This design comes from an exercise in tuning for a short achievable clock period and few clock cycles per item on the open sky130 flow, not from production work.
Function was not checked in any run shown here: the RTL went through the layout flow alone.
Power is estimated from default activity; no workload was simulated.

### flow/run.sh
#!/bin/bash
# synth_recipe.tcl (not shown) runs the flow's synth.tcl, then flattens the netlist and writes it again
# the make line also repeats each setting of config.mk as NAME=value (left out here)
make -C /OpenROAD-flow-scripts/flow DESIGN_CONFIG=/design/flow/config.mk WORK_HOME=/design/flow/orfs CLKGATE_MAP_FILE= SYNTH_SCRIPT=/design/flow/synth_recipe.tcl finish
### flow/config.mk
export PLATFORM = sky130hd
export DESIGN_NAME = switch_top
export DESIGN_NICKNAME = switch_top
export VERILOG_FILES = /design/flow/design.v
export SDC_FILE = /design/flow/constraint.sdc
export NUM_CORES = 4
export LEC_CHECK = 0
export CAP_MARGIN = 20
export CORE_MARGIN = 2
export CORE_UTILIZATION = 40
export SLEW_MARGIN = 20
### flow/constraint.sdc
create_clock -name core_clock -period 4.5 [get_ports {to}]
set_input_delay 0.9000 -clock core_clock [delete_from_list [all_inputs] [get_ports {to}]]
set_output_delay 0.9000 -clock core_clock [all_outputs]
set_load 0.01 [all_outputs]
### flow/design.v
`default_nettype none
package switch_pkg;
	localparam int BYTE_W = 8;
	localparam int NUM_PORTS = 4;
	localparam int PORT_W = $clog2(NUM_PORTS);
	localparam logic [BYTE_W-1:0] DEV_ID_BASE = 8'h40;
	localparam logic [BYTE_W-1:0] NOP_DATA = '0;
	typedef struct packed {
		logic ctl;
		logic [BYTE_W-1:0] data;
	} flit_t;
	typedef logic [NUM_PORTS-1:0] port_sel_t;
	typedef enum logic [2:0] {
		op_none       = 3'b000,
		op_read       = 3'b001,
		op_write      = 3'b010,
		op_read_resp  = 3'b011,
		op_write_resp = 3'b100,
		op_message    = 3'b101
	} noc_op_e;
	typedef enum logic [1:0] {rt_wait_cmd, rt_wait_dest, rt_forward} route_state_e;
	typedef enum logic {fr_idle, fr_store} frame_state_e;
	typedef enum logic {sc_pick, sc_drain} sched_state_e;
	function automatic logic is_cmd(input logic [BYTE_W:0] f);
		is_cmd = f[BYTE_W] && (f[BYTE_W-1:0] != NOP_DATA);
	endfunction
	function automatic logic is_nop(input logic [BYTE_W:0] f);
		is_nop = f[BYTE_W] && (f[BYTE_W-1:0] == NOP_DATA);
	endfunction
endpackage
`default_nettype wire
`timescale 1ns/1ns
`default_nettype none
module flit_fifo #(
	parameter int DEPTH = 17
) (
	input wire logic to,
	input wire logic rst_n,
	input wire logic [switch_pkg::BYTE_W:0] wdata,
	input wire logic wlast,
	input wire logic adv,
	input wire logic rd,
	output logic [DEPTH-1:0][switch_pkg::BYTE_W:0] mem,
	output logic [DEPTH-1:0] last,
	output logic [DEPTH-1:0] rd_ptr,
	output logic [DEPTH-1:0] rd_ptr_nxt
);
	logic [DEPTH-1:0] wr_ptr;
	assign rd_ptr_nxt = rd ? {rd_ptr[DEPTH-2:0], rd_ptr[DEPTH-1]} : rd_ptr;
	always_ff @(posedge to) begin
		for (int i = 0; i < DEPTH; i++) begin
			if (wr_ptr[i]) begin
				mem[i] <= wdata;
				last[i] <= wlast;
			end
		end
	end
	always_ff @(posedge to or negedge rst_n) begin
		if (!rst_n) begin
			wr_ptr <= DEPTH'(1);
			rd_ptr <= DEPTH'(1);
		end else begin
			if (adv) wr_ptr <= {wr_ptr[DEPTH-2:0], wr_ptr[DEPTH-1]};
			rd_ptr <= rd_ptr_nxt;
		end
	end
endmodule
`default_nettype wire
`timescale 1ns/1ns
`default_nettype none
module resp_queue #(
	parameter int FIFO_DEPTH = 17,
	parameter int PKT_DEPTH = 9
) (
	input wire logic to,
	input wire logic rst_n,
	input wire logic dev_rx_ctl,
	input wire logic [switch_pkg::BYTE_W-1:0] dev_rx_data,
	input wire logic rd,
	input wire logic start,
	output logic [FIFO_DEPTH-1:0][switch_pkg::BYTE_W:0] mem,
	output logic [FIFO_DEPTH-1:0] last,
	output logic [FIFO_DEPTH-1:0] rd_ptr,
	output logic [FIFO_DEPTH-1:0] rd_ptr_nxt,
	output logic pkt_avail,
	output logic pkt_is_read
);
	logic in_pkt;
	logic [switch_pkg::BYTE_W:0] rx_flit;
	logic rx_cmd;
	logic rx_nop;
	logic rx_read;
	logic acc;
	logic push;
	logic [PKT_DEPTH-1:0] pv;
	logic [PKT_DEPTH-1:0] pc;
	logic [PKT_DEPTH-1:0] sv;
	logic [PKT_DEPTH-1:0] sc;
	logic [PKT_DEPTH-1:0] wj;
	assign rx_flit = {dev_rx_ctl, dev_rx_data};
	assign rx_cmd = switch_pkg::is_cmd(rx_flit);
	assign rx_nop = switch_pkg::is_nop(rx_flit);
	assign rx_read = (dev_rx_data[2:0] == switch_pkg::op_read_resp);
	assign acc = in_pkt || rx_cmd;
	assign push = !in_pkt && rx_cmd;
	always_ff @(posedge to or negedge rst_n) begin
		if (!rst_n) begin
			in_pkt <= 1'b0;
		end else if (in_pkt) begin
			if (rx_nop) in_pkt <= 1'b0;
		end else if (rx_cmd) begin
			in_pkt <= 1'b1;
		end
	end
	flit_fifo #(
		.DEPTH (FIFO_DEPTH)
	) i_flit_fifo (
		.to         (to),
		.rst_n      (rst_n),
		.wdata      (rx_flit),
		.wlast      (rx_nop),
		.adv        (acc),
		.rd         (rd),
		.mem        (mem),
		.last       (last),
		.rd_ptr     (rd_ptr),
		.rd_ptr_nxt (rd_ptr_nxt)
	);
	always_comb begin
		for (int j = 0; j < PKT_DEPTH; j++) begin
			sv[j] = start ? ((j == PKT_DEPTH-1) ? 1'b0 : pv[(j+1)%PKT_DEPTH]) : pv[j];
			sc[j] = start ? ((j == PKT_DEPTH-1) ? 1'b0 : pc[(j+1)%PKT_DEPTH]) : pc[j];
		end
		for (int j = 0; j < PKT_DEPTH; j++) begin
			wj[j] = push && !sv[j] && ((j == 0) ? 1'b1 : sv[(j+PKT_DEPTH-1)%PKT_DEPTH]);
		end
	end
	always_ff @(posedge to or negedge rst_n) begin
		if (!rst_n) begin
			pv <= '0;
			pc <= '0;
		end else begin
			pv <= sv | wj;
			for (int j = 0; j < PKT_DEPTH; j++) begin
				pc[j] <= wj[j] ? rx_read : sc[j];
			end
		end
	end
	assign pkt_avail = pv[0];
	assign pkt_is_read = pc[0];
endmodule
`default_nettype wire
`timescale 1ns/1ns
`default_nettype none
module rr_arbiter (
	input wire switch_pkg::port_sel_t req,
	input wire switch_pkg::port_sel_t ptr,
	output switch_pkg::port_sel_t grant
);
	for (genvar i = 0; i < 4; i++) begin : g_port
		assign grant[i] = req[i] && (
			ptr[i] ||
			(ptr[(i+3)%4] && !req[(i+3)%4]) ||
			(ptr[(i+2)%4] && !req[(i+2)%4] && !req[(i+3)%4]) ||
			(ptr[(i+1)%4] && !req[(i+1)%4] && !req[(i+2)%4] && !req[(i+3)%4]));
	end
endmodule
`default_nettype wire
`timescale 1ns/1ns
`default_nettype none
module resp_scheduler #(
	parameter int FIFO_DEPTH = 17
) (
	input wire logic to,
	input wire logic rst_n,
	input wire switch_pkg::port_sel_t pkt_avail,
	input wire switch_pkg::port_sel_t pkt_is_read,
	input wire logic [switch_pkg::NUM_PORTS-1:0][FIFO_DEPTH-1:0][switch_pkg::BYTE_W:0] mem,
	input wire logic [switch_pkg::NUM_PORTS-1:0][FIFO_DEPTH-1:0] last,
	input wire logic [switch_pkg::NUM_PORTS-1:0][FIFO_DEPTH-1:0] rd_ptr_nxt,
	output switch_pkg::port_sel_t rd,
	output switch_pkg::port_sel_t start,
	output logic noc_from_dev_ctl,
	output logic [switch_pkg::BYTE_W-1:0] noc_from_dev_data
);
	localparam int NP = switch_pkg::NUM_PORTS;
	switch_pkg::port_sel_t sel;
	switch_pkg::port_sel_t sel_nxt;
	logic idle;
	logic [NP-1:0][FIFO_DEPTH-1:0] rsel;
	switch_pkg::port_sel_t nx;
	logic nx_read;
	switch_pkg::port_sel_t ptr_hi;
	switch_pkg::port_sel_t ptr_lo;
	switch_pkg::port_sel_t req_hi;
	switch_pkg::port_sel_t req_lo;
	switch_pkg::port_sel_t grant_hi;
	switch_pkg::port_sel_t grant_lo;
	switch_pkg::port_sel_t pick;
	logic any_hi;
	logic fin;
	logic [switch_pkg::BYTE_W:0] cur;
	assign req_hi = pkt_avail & pkt_is_read;
	assign req_lo = pkt_avail & ~pkt_is_read;
	assign any_hi = |req_hi;
	rr_arbiter i_arb_hi (
		.req   (req_hi),
		.ptr   (ptr_hi),
		.grant (grant_hi)
	);
	rr_arbiter i_arb_lo (
		.req   (req_lo),
		.ptr   (ptr_lo),
		.grant (grant_lo)
	);
	assign pick = any_hi ? grant_hi : grant_lo;
	always_comb begin
		cur = '0;
		fin = idle;
		for (int k = 0; k < NP; k++) begin
			for (int i = 0; i < FIFO_DEPTH; i++) begin
				cur = cur | (mem[k][i] & {(switch_pkg::BYTE_W+1){rsel[k][i]}});
				fin = fin | (last[k][i] & rsel[k][i]);
			end
		end
	end
	assign rd = sel;
	assign sel_nxt = fin ? nx : sel;
	assign start = fin ? nx : '0;
	always_ff @(posedge to or negedge rst_n) begin
		if (!rst_n) begin
			sel <= '0;
			idle <= 1'b1;
			rsel <= '0;
			nx <= '0;
			nx_read <= 1'b0;
			ptr_hi <= switch_pkg::port_sel_t'(1);
			ptr_lo <= switch_pkg::port_sel_t'(1);
			noc_from_dev_ctl <= 1'b1;
			noc_from_dev_data <= switch_pkg::NOP_DATA;
		end else begin
			nx <= pick;
			nx_read <= any_hi;
			sel <= sel_nxt;
			idle <= !(|sel_nxt);
			for (int k = 0; k < NP; k++) begin
				rsel[k] <= sel_nxt[k] ? rd_ptr_nxt[k] : '0;
			end
			if (fin && (|nx)) begin
				if (nx_read) ptr_hi <= {nx[NP-2:0], nx[NP-1]};
				else ptr_lo <= {nx[NP-2:0], nx[NP-1]};
			end
			noc_from_dev_ctl <= cur[switch_pkg::BYTE_W] | idle;
			noc_from_dev_data <= cur[switch_pkg::BYTE_W-1:0];
		end
	end
endmodule
`default_nettype wire
`timescale 1ns/1ns
`default_nettype none
module dest_router (
	input wire logic to,
	input wire logic rst_n,
	input wire logic noc_to_dev_ctl,
	input wire logic [switch_pkg::BYTE_W-1:0] noc_to_dev_data,
	output logic [switch_pkg::NUM_PORTS-1:0] dev_tx_ctl,
	output logic [switch_pkg::NUM_PORTS-1:0][switch_pkg::BYTE_W-1:0] dev_tx_data
);
	switch_pkg::route_state_e state;
	switch_pkg::port_sel_t sel;
	switch_pkg::port_sel_t dest_dec;
	logic [switch_pkg::BYTE_W:0] in_flit;
	logic [switch_pkg::BYTE_W:0] dly1;
	logic [switch_pkg::BYTE_W:0] dly2;
	assign in_flit = {noc_to_dev_ctl, noc_to_dev_data};
	always_comb begin
		for (int k = 0; k < switch_pkg::NUM_PORTS; k++) begin
			dest_dec[k] = (noc_to_dev_data == switch_pkg::DEV_ID_BASE + switch_pkg::BYTE_W'(k));
		end
	end
	always_ff @(posedge to or negedge rst_n) begin
		if (!rst_n) begin
			state <= switch_pkg::rt_wait_cmd;
			sel <= '0;
		end else begin
			case (state)
				switch_pkg::rt_wait_cmd: begin
					if (switch_pkg::is_cmd(in_flit)) begin
						sel <= '0;
						state <= switch_pkg::rt_wait_dest;
					end
				end
				switch_pkg::rt_wait_dest: begin
					if (!in_flit[switch_pkg::BYTE_W]) begin
						sel <= dest_dec;
						state <= switch_pkg::rt_forward;
					end else if (switch_pkg::is_nop(in_flit)) begin
						state <= switch_pkg::rt_wait_cmd;
					end
				end
				switch_pkg::rt_forward: begin
					if (switch_pkg::is_cmd(in_flit)) begin
						sel <= '0;
						state <= switch_pkg::rt_wait_dest;
					end else if (switch_pkg::is_nop(in_flit)) begin
						state <= switch_pkg::rt_wait_cmd;
					end
				end
				default: state <= switch_pkg::rt_wait_cmd;
			endcase
		end
	end
	always_ff @(posedge to) begin
		dly1 <= in_flit;
		dly2 <= dly1;
	end
	always_comb begin
		for (int k = 0; k < switch_pkg::NUM_PORTS; k++) begin
			dev_tx_ctl[k] = sel[k] ? dly2[switch_pkg::BYTE_W] : 1'b1;
			dev_tx_data[k] = sel[k] ? dly2[switch_pkg::BYTE_W-1:0] : switch_pkg::NOP_DATA;
		end
	end
endmodule
`default_nettype wire
`timescale 1ns/1ns
`default_nettype none
module switch_top #(
	parameter int FIFO_DEPTH = 17
) (
	input wire logic to,
	input wire logic rst_n,
	input wire logic noc_to_dev_ctl,
	input wire logic [switch_pkg::BYTE_W-1:0] noc_to_dev_data,
	output logic [switch_pkg::NUM_PORTS-1:0] dev_tx_ctl,
	output logic [switch_pkg::NUM_PORTS-1:0][switch_pkg::BYTE_W-1:0] dev_tx_data,
	input wire logic [switch_pkg::NUM_PORTS-1:0] dev_rx_ctl,
	input wire logic [switch_pkg::NUM_PORTS-1:0][switch_pkg::BYTE_W-1:0] dev_rx_data,
	output logic noc_from_dev_ctl,
	output logic [switch_pkg::BYTE_W-1:0] noc_from_dev_data
);
	localparam int NP = switch_pkg::NUM_PORTS;
	switch_pkg::port_sel_t pkt_avail;
	switch_pkg::port_sel_t pkt_is_read;
	switch_pkg::port_sel_t rd;
	switch_pkg::port_sel_t start;
	logic [NP-1:0][FIFO_DEPTH-1:0][switch_pkg::BYTE_W:0] mem;
	logic [NP-1:0][FIFO_DEPTH-1:0] last;
	logic [NP-1:0][FIFO_DEPTH-1:0] rd_ptr;
	logic [NP-1:0][FIFO_DEPTH-1:0] rd_ptr_nxt;
	dest_router i_dest_router (
		.to              (to),
		.rst_n           (rst_n),
		.noc_to_dev_ctl  (noc_to_dev_ctl),
		.noc_to_dev_data (noc_to_dev_data),
		.dev_tx_ctl      (dev_tx_ctl),
		.dev_tx_data     (dev_tx_data)
	);
	for (genvar k = 0; k < NP; k++) begin : g_queue
		resp_queue #(
			.FIFO_DEPTH (FIFO_DEPTH)
		) i_resp_queue (
			.to          (to),
			.rst_n       (rst_n),
			.dev_rx_ctl  (dev_rx_ctl[k]),
			.dev_rx_data (dev_rx_data[k]),
			.rd          (rd[k]),
			.start       (start[k]),
			.mem         (mem[k]),
			.last        (last[k]),
			.rd_ptr      (rd_ptr[k]),
			.rd_ptr_nxt  (rd_ptr_nxt[k]),
			.pkt_avail   (pkt_avail[k]),
			.pkt_is_read (pkt_is_read[k])
		);
	end
	resp_scheduler #(
		.FIFO_DEPTH (FIFO_DEPTH)
	) i_resp_scheduler (
		.to                (to),
		.rst_n             (rst_n),
		.pkt_avail         (pkt_avail),
		.pkt_is_read       (pkt_is_read),
		.mem               (mem),
		.last              (last),
		.rd_ptr_nxt        (rd_ptr_nxt),
		.rd                (rd),
		.start             (start),
		.noc_from_dev_ctl  (noc_from_dev_ctl),
		.noc_from_dev_data (noc_from_dev_data)
	);
endmodule
`default_nettype wire
==> run summary, run 1 <==
- Final Hold Viols: 0
- Core Area: 92900 um^2
- Wire per inst: 37.3 um
- Commonest non-fill, non-tap cell in the layout: edfxtp_1
- Category of the worst setup path capture point: flip-flop
- Clock tree from TritonCTS: yes
- Clock power frac: 45.3%
- Total vias in the final route: 23700
- Post-layout total power: 19.0 mW
- Top-area cell type share of the netlist area: 54.7%
- P&R area growth vs syn: 17.2%
- Insertion delay of the later-clocked pin in the worst-skew pair: 730 ps
- Pin count of the biggest net entering global routing: 97
- Crit-path leading delay family: compound AO/OA/AOI/OAI gates
- Number of instances resized during post-cts repair: 0
- First-pass iteration count of the detailed router: 6
- Post-route DRC violation count: 0
- Power density of the placed cells: 433 nW/um^2
- Max-cap violations: 0
- Netlist Area Pre-Place: 37400 um^2
- Number of cells produced by synthesis: 2127
- Most used DFF post-synth: edfxtp_1
- Flip-flop and latch count after synthesis: 1011
- DRT iter0 DRCs: 4265
- Max Freq: 273 MHz
- Tightest Hold Check Type: in -> async
- Number of cells in the design after placement: 3486
- Final period utilization: 81.4%
- Non-filler cells, final: 3685
- Syn Nets: 2174
- GRT Total Usage: 28.6%
- Final weighted congestion of routability-driven global placement: 1.01
- Number of warnings printed during yosys synthesis: 4
- Share of the yosys chip area belonging to registers: 76.6%
- CTS hold repair buffers: 0
- Setup slack of the most critical reg-to-reg path: 840 ps
- Vias in the first global route: 22900
- Max stage delay on crit path: 840 ps
- Full die area: 95800 um^2
- Setup crit start kind: flip-flop
- Number of distinct library cell variants in the gate-level netlist after synthesis: 54
- Final max-slew violation count: 0
- Global-route wire length before repair: 187 mm
- DP HPWL: 87.4 mm
- CTS Buf Count: 100
- Sequential fraction of design power: 52.6%
- Antenna violations before repair: 9
- Post-synth EDFFs: 680
- Largest area contributor in the synthesized netlist: edfxtp_1
- Detailed-route vias per instance: 6.43
- Initial standard-cell utilization of the core: 40.2%
- Worst slew margin: 14.3%
- Count of buffer and inverter cells on the critical path: 1
- Buffers on Ports: 91
- Max IR drop VDD: 0.000329 V
- Ratio of cells with drive above 1 in the final layout: 19.0%
- Boundary pin count: 92
- Crit Path Category: reg -> reg
- Async S/R FF share, synth: 31.0%
- Most used cells in the layout excluding fill and tap cells: edfxtp_1 (680), dfrtp_1 (297), mux2_2 (143)
- TritonCTS sink count: 1011
- Chain of cells forming the critical path: buf_4, a22oi_1, nand3_1, or4_1, o41ai_4, a21boi_0, and4_1
- Run status: no timing/DRC/antenna violations
- Global route total overflow: 0
- Cell Rows: 112
- Die height: 310 um
- Count of final setup violators: 0
- Post-CTS Repair Setup Buffers: 0
- Switching Share: 21.4%
- Area contributors post-synth: edfxtp_1 (55%), dfrtp_1 (20%), mux2_2 (4.3%)
- Standby leakage power: 16.1 nW
- Total Negative Setup Slacks: 0 ps
- Clock Path Buffers: 3
- ANT nets after route: 0
- Total number of H-tree levels: 3
- Worst Clk Skew: 101 ps
- Average cell area after synthesis: 17.6 um^2
- Die boundary width: 310 um
- Clock tree root buffer cell: clkbuf_16
- Actual transition at the worst max-transition pin: 1290 ps
- P_int: 14.9 mW
- Comb power frac: 2.0%
- Clock slew at the register clock pins of the worst setup and hold paths: 60 ps
- Worst EP arrival: 4270 ps
- P_sw: 4.05 mW
- Total routed wirelength: 138 mm
- Setup repair after global routing missed its margin: no
- CP Data Required Time: 5110 ps
- Final Net Count: 2381
- Cell with the largest stage delay on the worst path: o41ai_4
- Final worst path period need: 3660 ps
- Critical Path Fanout Max: 10
[cells in the mapped netlist (all sizes together), types with 8 or more instances]
cell / count
mux2i: 71
a221o: 28
a21oi: 15
a21boi: 38
clkbuf: 67
nor2b: 38
nor3: 9
nor2: 33
buf: 39
nor4: 9
dfstp: 12
nand2b: 11
and2: 41
a22oi: 83
nand2: 32
a22o: 134
nand4: 42
dfrtp: 301
a221oi: 134
o21ai: 11
and3: 29
inv: 8
nand3: 27
mux2: 143
dfxtp: 18
nor3b: 28
edfxtp: 680
[kinds of logic after synthesis]
group	after synthesis	share of synthesized area, %
AO/OA/AOI/OAI	467	10.6
flip-flops	1011	76.6
buffers and inverters	114	1.47
AND/OR/NAND/NOR	321	5.04
multiplexers	214	6.21
[power by group through the flow]
stage | Sequential (mW) | Combinational [mW] | Clock, mW
global route | 9.97 | 0.386 | 8.98
global placement | 10.2 | 0.363 | 0
floorplan | 10.2 | 0.0380 | 0
CTS | 9.97 | 0.367 | 8.62
finish | 9.97 | 0.385 | 8.59
detailed placement | 10.2 | 0.366 | 0
[final timing paths]
kind                                            from                                       endpoint  depth (start not counted)
setup / recovery           i_resp_scheduler.rsel[50]                          i_resp_scheduler.idle                          7
hold / removal                                 rst_n                         i_dest_router.state[0]                          1
setup reg to reg           i_resp_scheduler.rsel[50]                          i_resp_scheduler.idle                          7
hold reg to reg                i_dest_router.dly1[7]                          i_dest_router.dly2[7]                          0
max in group asynchronous                      rst_n  g_queue[0].i_resp_queue.i_flit_fifo.rd_ptr[0]                          2
min in group core_clock        i_dest_router.dly1[7]                          i_dest_router.dly2[7]                          0
[sequential cells by signal, indices dropped and copies added, names as in the netlist, 2 cells and up, named ones only]
register,flops
i_resp_scheduler.ptr_hi,4
g_queue.i_resp_queue.i_flit_fifo.wr_ptr,68
i_resp_scheduler.ptr_lo,4
i_resp_scheduler.rsel,68
i_dest_router.sel,4
i_dest_router.dly2,9
i_resp_scheduler.sel,4
g_queue.i_resp_queue.pc,36
i_resp_scheduler.nx,4
i_resp_scheduler.noc_from_dev_data,8
i_dest_router.state,2
g_queue.i_resp_queue.i_flit_fifo.rd_ptr,68
i_dest_router.dly1,9
g_queue.i_resp_queue.i_flit_fifo.last,68
g_queue.i_resp_queue.pv,36
g_queue.i_resp_queue.i_flit_fifo.mem,612
[cell type report]
class	instances	area [um^2]
sequential	1011	28600
tap	1254	1570
clock buffer	137	2830
inverter	8	30.0
fill	7770	49200
clock inverter	53	607
antenna	9	22.5
timing repair buffer	211	1850
multi-input combinational	1002	8210
[stage by stage]
stage          utilization (%)  hold slack [ps]  instance area (um^2)  setup slack [ps]
4_1_cts                   47.1              268                 43700               860
2_1_floorplan                -              310                 37400              1720
3_3_place_gp              43.4              311                 40300               551
5_1_grt                   47.1              290                 43700               762
3_5_place_dp              43.4              312                 40300               487
6_report                  47.1              213                 43800               838
[metal layers]
layer	track usage [%]	wire length, um	vias to the layer above
li1	-	-	9021
met1	36.6	47600	12000
met2	41.9	58400	2190
met3	10.9	21800	504
met4	16.0	9690	2
met5	0	14	-
==> inputs of run 2 (changes only) <==
--- a/flow/config.mk
+++ b/flow/config.mk
@@ -6,6 +6,9 @@
 export NUM_CORES = 4
 export LEC_CHECK = 0
+export ABC_CLOCK_PERIOD_IN_PS = 2000
 export CAP_MARGIN = 20
 export CORE_MARGIN = 2
 export CORE_UTILIZATION = 40
+export SETUP_SLACK_MARGIN = 2.4
 export SLEW_MARGIN = 20
+export TNS_END_PERCENT = 100
==> run summary, run 2 <==
- Final max-slew violation count: 0
- TritonCTS sink count: 1011
- Total routed wirelength: 144 mm
- Worst EP arrival: 3460 ps
- ANT nets after route: 0
- CTS Buf Count: 101
- Max reg flops: 612
- Number of distinct library cell variants in the gate-level netlist after synthesis: 54
- Worst r2r path cells: 11
- Syn Nets: 2174
- N_diodes: 0
- Number of cells in the design after placement: 3472
- Max IR drop VDD: 0.000314 V
- Final Net Count: 2524
- Category of the worst setup path capture point: flip-flop
- Cell Rows: 112
- Core Area: 92900 um^2
- First-pass iteration count of the detailed router: 8
- DP HPWL: 87.5 mm
- Insertion delay of the later-clocked pin in the worst-skew pair: 720 ps
- Run status: no timing/DRC/antenna violations
- Average cell area after synthesis: 17.6 um^2
- Full die area: 95800 um^2
- Number of cells produced by synthesis: 2127
- Actual transition at the worst max-transition pin: 1310 ps
- DRT iter0 DRCs: 3971
- Share of the yosys chip area belonging to registers: 76.6%
- Global-route wire length before repair: 195 mm
- Critical Path Fanout Max: 6
- Final weighted congestion of routability-driven global placement: 0.989
- Initial standard-cell utilization of the core: 40.2%
- Vias in the first global route: 23700
- Setup repair after global routing missed its margin: yes
- Final Hold Viols: 0
- Setup crit start kind: flip-flop
- Worst Clk Skew: 77.6 ps
- Async S/R FF share, synth: 31.0%
- Total Negative Setup Slacks: 0 ps
- Global route total overflow: 0
- Most used DFF post-synth: edfxtp_1
- Boundary pin count: 92
- Commonest non-fill, non-tap cell in the layout: edfxtp_1
- Clock slew at the register clock pins of the worst setup and hold paths: 60 ps
- Buffers on Ports: 91
- Clock tree root buffer cell: clkbuf_16
- CTS hold repair buffers: 0
- Largest area contributor in the synthesized netlist: edfxtp_1
- Detailed-route vias per instance: 6.41
- Most used cells in the layout excluding fill and tap cells: edfxtp_1 (680), dfrtp_1 (268), buf_4 (143)
- Post-route DRC violation count: 0
- Clock Path Buffers: 3
- Final worst path period need: 2920 ps
- Most frequent cell after synthesis: edfxtp_1
- GRT Total Usage: 29.9%
- Total number of H-tree levels: 3
- CP Data Required Time: 5040 ps
- Number of warnings printed during yosys synthesis: 4
- Antenna violations before repair: 6
- Wire per inst: 37.8 um
- Crit Path Category: reg -> reg
- Total vias in the final route: 24500
- Clock tree from TritonCTS: yes
- Pin count of the biggest net entering global routing: 106
- Max Freq: 343 MHz
- Most instantiated cells after synthesis: edfxtp_1 (680), dfrtp_1 (301), mux2_2 (143), a22o_1 (134), a221oi_1 (130)
- Post-synth EDFFs: 680
- Non-filler cells, final: 3817
- Standby leakage power: 17.6 nW
- Die height: 310 um
- Top-area cell type share of the netlist area: 54.7%
- Worst slew margin: 12.6%
- Max-cap violations: 0
- Ratio of cells with drive above 1 in the final layout: 35.3%
- Netlist Area Pre-Place: 37400 um^2
- Register with the highest flop count: g_queue.i_resp_queue.i_flit_fifo.mem
- Area contributors post-synth: edfxtp_1 (55%), dfrtp_1 (20%), mux2_2 (4.3%)
- Final period utilization: 64.9%
- Tightest Hold Check Type: in -> async
- Setup slack of the most critical reg-to-reg path: 1580 ps
- Power density of the placed cells: 399 nW/um^2
- P&R area growth vs syn: 26.4%
- Die boundary width: 310 um
- Flip-flop and latch count after synthesis: 1011
- Count of final setup violators: 0
==> run 2: cell counts after synthesis <==
Identical to the previous run, type by type.
==> run 2: what timing repair did <==
action                                  4_1_cts  5_1_grt
cloned                                       16        5
buffers inserted                             87       48
endpoints found under the setup margin      313      246
pin swaps                                   107       76
resized for setup                           396      241
==> run 2: through the flow <==
stage                     total power [mW]  util (%)  area, um^2  hold WS, ps  worst slack, ps
after floorplan                       10.2         -       38100          310             1790
after global placement                10.5      43.8       40700          313              833
after detailed placement              10.5      43.8       40700          314              835
after CTS                             18.9      49.6       46100          296             1670
after global routing                  19.3      50.8       47200          310             1540
final                                 18.9      50.8       47200          219             1580
==> run 2: area by class of cell <==
cell class / instances / area, um^2
Clock buffer: 129 / 2740
Timing Repair Buffer: 343 / 3620
Tap cell: 1254 / 1570
Sequential cell: 1011 / 28700
Inverter: 8 / 30.0
Fill cell: 7408 / 45700
Clock inverter: 60 / 597
Multi-Input combinational cell: 1012 / 9960
==> run 2: cell families after synthesis <==
group / after synthesis / synth area share, %
DFF: 1011 / 76.6
AOI/OAI and AO/OA: 467 / 10.6
and+or+nand+nor: 321 / 5.04
muxes: 214 / 6.21
buffers and inverters: 114 / 1.47
==> run 2: path summary, 6_finish.rpt <==
path / startpoint / to
setup / recovery: i_resp_scheduler.rsel[14] / i_resp_scheduler.rsel[67]
hold / removal: rst_n / i_dest_router.sel[3]
setup reg to reg: i_resp_scheduler.rsel[14] / i_resp_scheduler.rsel[67]
hold reg to reg: i_dest_router.dly1[6] / i_dest_router.dly2[6]
max in group asynchronous: rst_n / i_resp_scheduler.rsel[57]
min in group core_clock: i_dest_router.dly1[6] / i_dest_router.dly2[6]
==> run 2: where the power goes <==
group,leakage (nW),internal (mW),switching [mW]
registers,10.6,9.95,0.0254
logic,5.28,0.0854,0.298
clock network,1.64,4.71,3.79
==> run 2: layer usage <==
layer / GRT usage (%) / vias up / part of all wire [%]
li1: - / 9358 / -
met1: 37.8 / 12500 / 34
met2: 44.7 / 2148 / 43
met3: 10.2 / 503 / 15
met4: 17.3 / 2 / 7.5
met5: 0 / - / 0.011
==> run 2: worst max-delay path, stage by stage (launching register included) <==
cell,delay (ps)
dfrtp_1,400
buf_12,150
a22oi_2,180
nand2_2,100
buf_6,140
or4_4,580
buf_6,150
o41ai_4,350
buf_6,180
a21boi_4,270
buf_6,190
nor2b_1,60

==> what the ideal ports hide <==
The results above use ideal ports. As a check the final layouts listed here were re-extracted and re-timed, cells and wires unchanged. Step 1 (the two cells are an assumption about what drives the block):
set clk [get_ports {to}]
set_driving_cell -lib_cell sky130_fd_sc_hd__clkbuf_16 $clk
set_driving_cell -lib_cell sky130_fd_sc_hd__buf_2 [delete_from_list [all_inputs] $clk]
Step 2 moves the port delays by t, midway between the first and last clock arrival at a register: inputs arrive t later, outputs are due t later. That takes back most of the time a late clock gives input paths. a / b / c = ideal ports / drivers / drivers and shift; a / b = the first two.
| run | t, ns | slack for setup (ns) | latest minus earliest clock arrival (ns) | worst data-port slew with drivers (ns) | pins driven straight from the clock port |
|---|---|---|---|---|---|
| run 1 | 0.752 | 0.838 / 0.838 / 0.306 | 0.103 / 0.103 | 0.07 | 1 |
| run 2 | 0.747 | 1.581 / 1.581 / 1.265 | 0.079 / 0.078 | 0.10 | 1 |
After both steps every run listed still meets setup and hold. The setup slack of run 1, which loses most, moves by 0.000 ns with the drivers and by -0.532 ns with both steps.
